What follows belongs to an exercise in optimizing a design on an open flow for small area, a short achievable clock period and few clock cycles; a production flow would make more cautious choices.
Function was checked by simulation only, so behaviour that the tests miss may differ from the original.
No activity file was given, so power comes from the tool's default toggle rates.

==> run a <==
==> flow/design.v <==
module ram_scan_resp #(
    parameter int WIN_BASE = 0,
    parameter int WIN_LEN  = 32
) (
    input  logic       clk,
    input  logic       rst,
    input  logic [7:0] ram_addr,
    input  logic [7:0] ram_wdat,
    output logic [7:0] ram_rdat,
    input  logic       ram_rd_,
    input  logic       ram_wr_,
    output logic       scan_valid,
    input  logic       scan_ready,
    output logic [7:0] scan_data,
    output logic [7:0] scan_idx,
    output logic       scan_last
);
    logic [7:0] mem [0:255];
    always_ff @(posedge clk) begin
        if (!ram_wr_) begin
            mem[ram_addr] <= ram_wdat;
        end
    end
    assign ram_rdat = ram_rd_ ? 8'h00 : mem[ram_addr];
    localparam int QUIET  = 3;
    localparam int WQUIET = 4;
    localparam int QCAP   = 15;
    localparam int IW     = (WIN_LEN <= 2)  ? 1 : (WIN_LEN <= 4)  ? 2 : (WIN_LEN <= 8)   ? 3 :
                            (WIN_LEN <= 16) ? 4 : (WIN_LEN <= 32) ? 5 : (WIN_LEN <= 64)  ? 6 :
                            (WIN_LEN <= 128) ? 7 : 8;    
    logic       dirty, win_hit, any_wr, start;
    logic [3:0] qcnt, wcnt;
    logic [IW-1:0] nidx;
    logic [9:0] rel_addr;
    assign rel_addr = {2'b00, ram_addr} - 10'(WIN_BASE);
    assign win_hit  = !ram_wr_ && (rel_addr < 10'(WIN_LEN));
    assign any_wr   = !ram_wr_;
    assign start = dirty && !scan_valid &&
                   ((!any_wr && qcnt >= 4'(QUIET - 1) && wcnt >= 4'(WQUIET - 1)) || wcnt >= 4'(QCAP));
    always_ff @(posedge clk or posedge rst) begin
        if (rst) begin
            dirty      <= 1'b0;
            qcnt       <= 4'd0;
            wcnt       <= 4'd0;
            nidx       <= '0;
            scan_valid <= 1'b0;
            scan_data  <= 8'd0;
            scan_idx   <= 8'd0;
            scan_last  <= 1'b0;
        end else begin
            if (any_wr) qcnt <= 4'd0;
            else if (qcnt != 4'hf) qcnt <= qcnt + 4'd1;
            if (win_hit) wcnt <= 4'd0;
            else if (wcnt != 4'hf) wcnt <= wcnt + 4'd1;
            if (win_hit) dirty <= 1'b1;
            else if (start) dirty <= 1'b0;
            if (start) begin
                scan_valid <= 1'b1;
                scan_data  <= mem[8'(WIN_BASE)];
                scan_idx   <= 8'd0;
                scan_last  <= (WIN_LEN == 1);
                nidx       <= IW'(1);
            end else if (scan_valid && scan_ready) begin
                if (scan_last) begin
                    scan_valid <= 1'b0;
                end else begin
                    scan_data  <= mem[8'(WIN_BASE) + 8'(nidx)];
                    scan_idx   <= 8'(nidx);
                    scan_last  <= (nidx == IW'(WIN_LEN - 1));
                    nidx       <= nidx + IW'(1);
                end
            end
        end
    end
endmodule
==> flow/run.sh <==
#!/bin/bash
# synth_recipe.tcl (not shown) runs the flow's synth.tcl, then flattens the netlist and writes it again
# the make line also repeats each setting of config.mk as NAME=value (left out here)
make -C /OpenROAD-flow-scripts/flow DESIGN_CONFIG=/design/flow/config.mk WORK_HOME=/design/flow/orfs CLKGATE_MAP_FILE= SYNTH_SCRIPT=/design/flow/synth_recipe.tcl finish
==> flow/config.mk <==
export PLATFORM = sky130hd
export DESIGN_NAME = ram_scan_resp
export DESIGN_NICKNAME = ram_scan_resp
export VERILOG_FILES = /design/flow/design.v
export SDC_FILE = /design/flow/constraint.sdc
export NUM_CORES = 4
export LEC_CHECK = 0
export CAP_MARGIN = 20
export CORE_MARGIN = 2
export CORE_UTILIZATION = 70
export CTS_BUF_LIST = sky130_fd_sc_hd__clkbuf_16
export CTS_CLUSTER_DIAMETER = 60
export CTS_CLUSTER_SIZE = 20
export SETUP_SLACK_MARGIN = 4
export SLEW_MARGIN = 20
export TNS_END_PERCENT = 5
==> flow/constraint.sdc <==
create_clock -name core_clock -period 7.5 [get_ports {clk}]
set_input_delay 1.5000 -clock core_clock [delete_from_list [all_inputs] [get_ports {clk}]]
set_output_delay 1.5000 -clock core_clock [all_outputs]
set_load 0.01 [all_outputs]
==> inputs of run b, as changes to run a <==
==> flow/design.v, changed modules only <==
module ram_scan_resp #(
    parameter int WIN_BASE = 0,
    parameter int WIN_LEN  = 32
) (
    input  logic       clk,
    input  logic       rst,
    input  logic [7:0] ram_addr,
    input  logic [7:0] ram_wdat,
    output logic [7:0] ram_rdat,
    input  logic       ram_rd_,
    input  logic       ram_wr_,
    output logic       scan_valid,
    input  logic       scan_ready,
    output logic [7:0] scan_data,
    output logic [7:0] scan_idx,
    output logic       scan_last
);
    logic [7:0] mem [0:255];
    always_ff @(posedge clk) begin
        if (!ram_wr_) begin
            mem[ram_addr] <= ram_wdat;
        end
    end
    assign ram_rdat = ram_rd_ ? 8'h00 : mem[ram_addr];
    typedef enum logic [1:0] {IDLE, LOAD, SEND} state_t;
    state_t     state, state_nxt;
    logic       dirty, dirty_clr, win_hit, load;
    logic [7:0] idx, idx_nxt;
    logic [9:0] rel_addr;
    assign rel_addr = {2'b00, ram_addr} - 10'(WIN_BASE);
    assign win_hit  = !ram_wr_ && (rel_addr < 10'(WIN_LEN));
    always_ff @(posedge clk or posedge rst) begin
        if (rst) begin
            state     <= IDLE;
            dirty     <= 1'b0;
            idx       <= 8'd0;
            scan_data <= 8'd0;
            scan_idx  <= 8'd0;
            scan_last <= 1'b0;
        end else begin
            state <= state_nxt;
            idx   <= idx_nxt;
            if (win_hit) begin
                dirty <= 1'b1;
            end else if (dirty_clr) begin
                dirty <= 1'b0;
            end
            if (load) begin
                scan_data <= mem[8'(WIN_BASE) + idx];
                scan_idx  <= idx;
                scan_last <= (idx == 8'(WIN_LEN - 1));
            end
        end
    end
    always_comb begin
        state_nxt  = state;
        idx_nxt    = idx;
        dirty_clr  = 1'b0;
        load       = 1'b0;
        scan_valid = 1'b0;
        case (state)
            IDLE: begin
                if (dirty) begin
                    dirty_clr = 1'b1;
                    idx_nxt   = 8'd0;
                    state_nxt = LOAD;
                end
            end
            LOAD: begin
                load      = 1'b1;
                state_nxt = SEND;
            end
            SEND: begin
                scan_valid = 1'b1;
                if (scan_ready) begin
                    if (scan_last) begin
                        state_nxt = IDLE;
                    end else begin
                        idx_nxt   = idx + 8'd1;
                        state_nxt = LOAD;
                    end
                end
            end
            default: state_nxt = IDLE;
        endcase
    end
endmodule
CORE_UTILIZATION = 40   (was 70)
CTS_BUF_LIST = not set   (was sky130_fd_sc_hd__clkbuf_16)
CTS_CLUSTER_DIAMETER = not set   (was 60)
CTS_CLUSTER_SIZE = not set   (was 20)
SETUP_SLACK_MARGIN = not set   (was 4)
TNS_END_PERCENT = not set   (was 5)
==> inputs of run c, as changes to run a <==
CORE_UTILIZATION = 65   (was 70)
CTS_BUF_LIST = not set   (was sky130_fd_sc_hd__clkbuf_16)
CTS_CLUSTER_DIAMETER = not set   (was 60)
CTS_CLUSTER_SIZE = not set   (was 20)
SETUP_SLACK_MARGIN = 3   (was 4)
TNS_END_PERCENT = not set   (was 5)
==> notes.md <==
item	run a	run c	run b
Outcome	finished clean	finished clean	finished clean
Synth async-reset ratio	1.40%	1.40%	1.35%
Total routed wire length on the met1 layer	78400 µm	81500 µm	130000 µm
Number of buffers and inverters on the critical path	5	6	5
Synthesis-stage register bit count	2077	2077	2076
Sequential cell area fraction in the yosys report	74.8%	74.8%	64.0%
Worst slack on hold paths	523 ps	518 ps	476 ps
Core Footprint	118000 µm²	127000 µm²	241000 µm²
Sequential share of power	55.1%	51.4%	44.1%
Seq pwr	0.0129 W	0.0130 W	0.0129 W
Met2 demand-to-capacity share in global routing	55.3%	51.9%	42.1%
R2R Path End	scan_data[3]	scan_data[5]	scan_data[4]
Share of the synthesized area in compound gates (AO/OA/AOI/OAI)	3.44%	3.44%	3.41%
Worst Min Path Start	scan_idx[0]	mem[0][3]	scan_idx[4]
Fraction of area in multi-input gates	22.1%	21.5%	30.1%
Testbench counts of run a, summed over its fixed seeds: cycles 20,130.
Testbench counts of run b, summed over its fixed seeds: cycles 48,486.
Testbench counts of run c, summed over its fixed seeds: cycles 20,130.

==> re-timing with driven ports <==
No port has a modelled driver above. Below, the same layouts with a new extraction and two added sets of constraints. Step 1 (the two cells are an assumption about what drives the block):
set clk [get_ports {clk}]
set_driving_cell -lib_cell sky130_fd_sc_hd__clkbuf_16 $clk
set_driving_cell -lib_cell sky130_fd_sc_hd__buf_2 [delete_from_list [all_inputs] $clk]
Step 2 moves the port delays by t, midway between the first and last clock arrival at a register: inputs arrive t later, outputs are due t later. That takes back most of the time a late clock gives input paths. Three values: ideal ports, drivers, drivers and shift; two values: the first two.
| run | shift t [ns] | setup WS [ns] | worst hold slack (ns) | clock arrival spread, ns | worst data-port slew with drivers (ns) |
|---|---|---|---|---|---|
| run a | 0.866 | 1.774 / 1.414 / 1.414 | 0.523 / 0.523 / 0.523 | 0.034 / 0.034 | 0.40 |
| run b | 0.963 | 0.011 / -0.061 / -0.061 | 0.476 / 0.476 / 0.476 | 0.065 / 0.065 | 0.14 |
| run c | 0.907 | 1.585 / 1.288 / 1.288 | 0.518 / 0.518 / 0.518 | 0.039 / 0.039 | 0.32 |
Met with ideal ports but missed after step 2: setup timing in run b. For run a, which loses most, drivers alone change the setup slack by -0.360 ns; drivers and shift together by -0.360 ns.
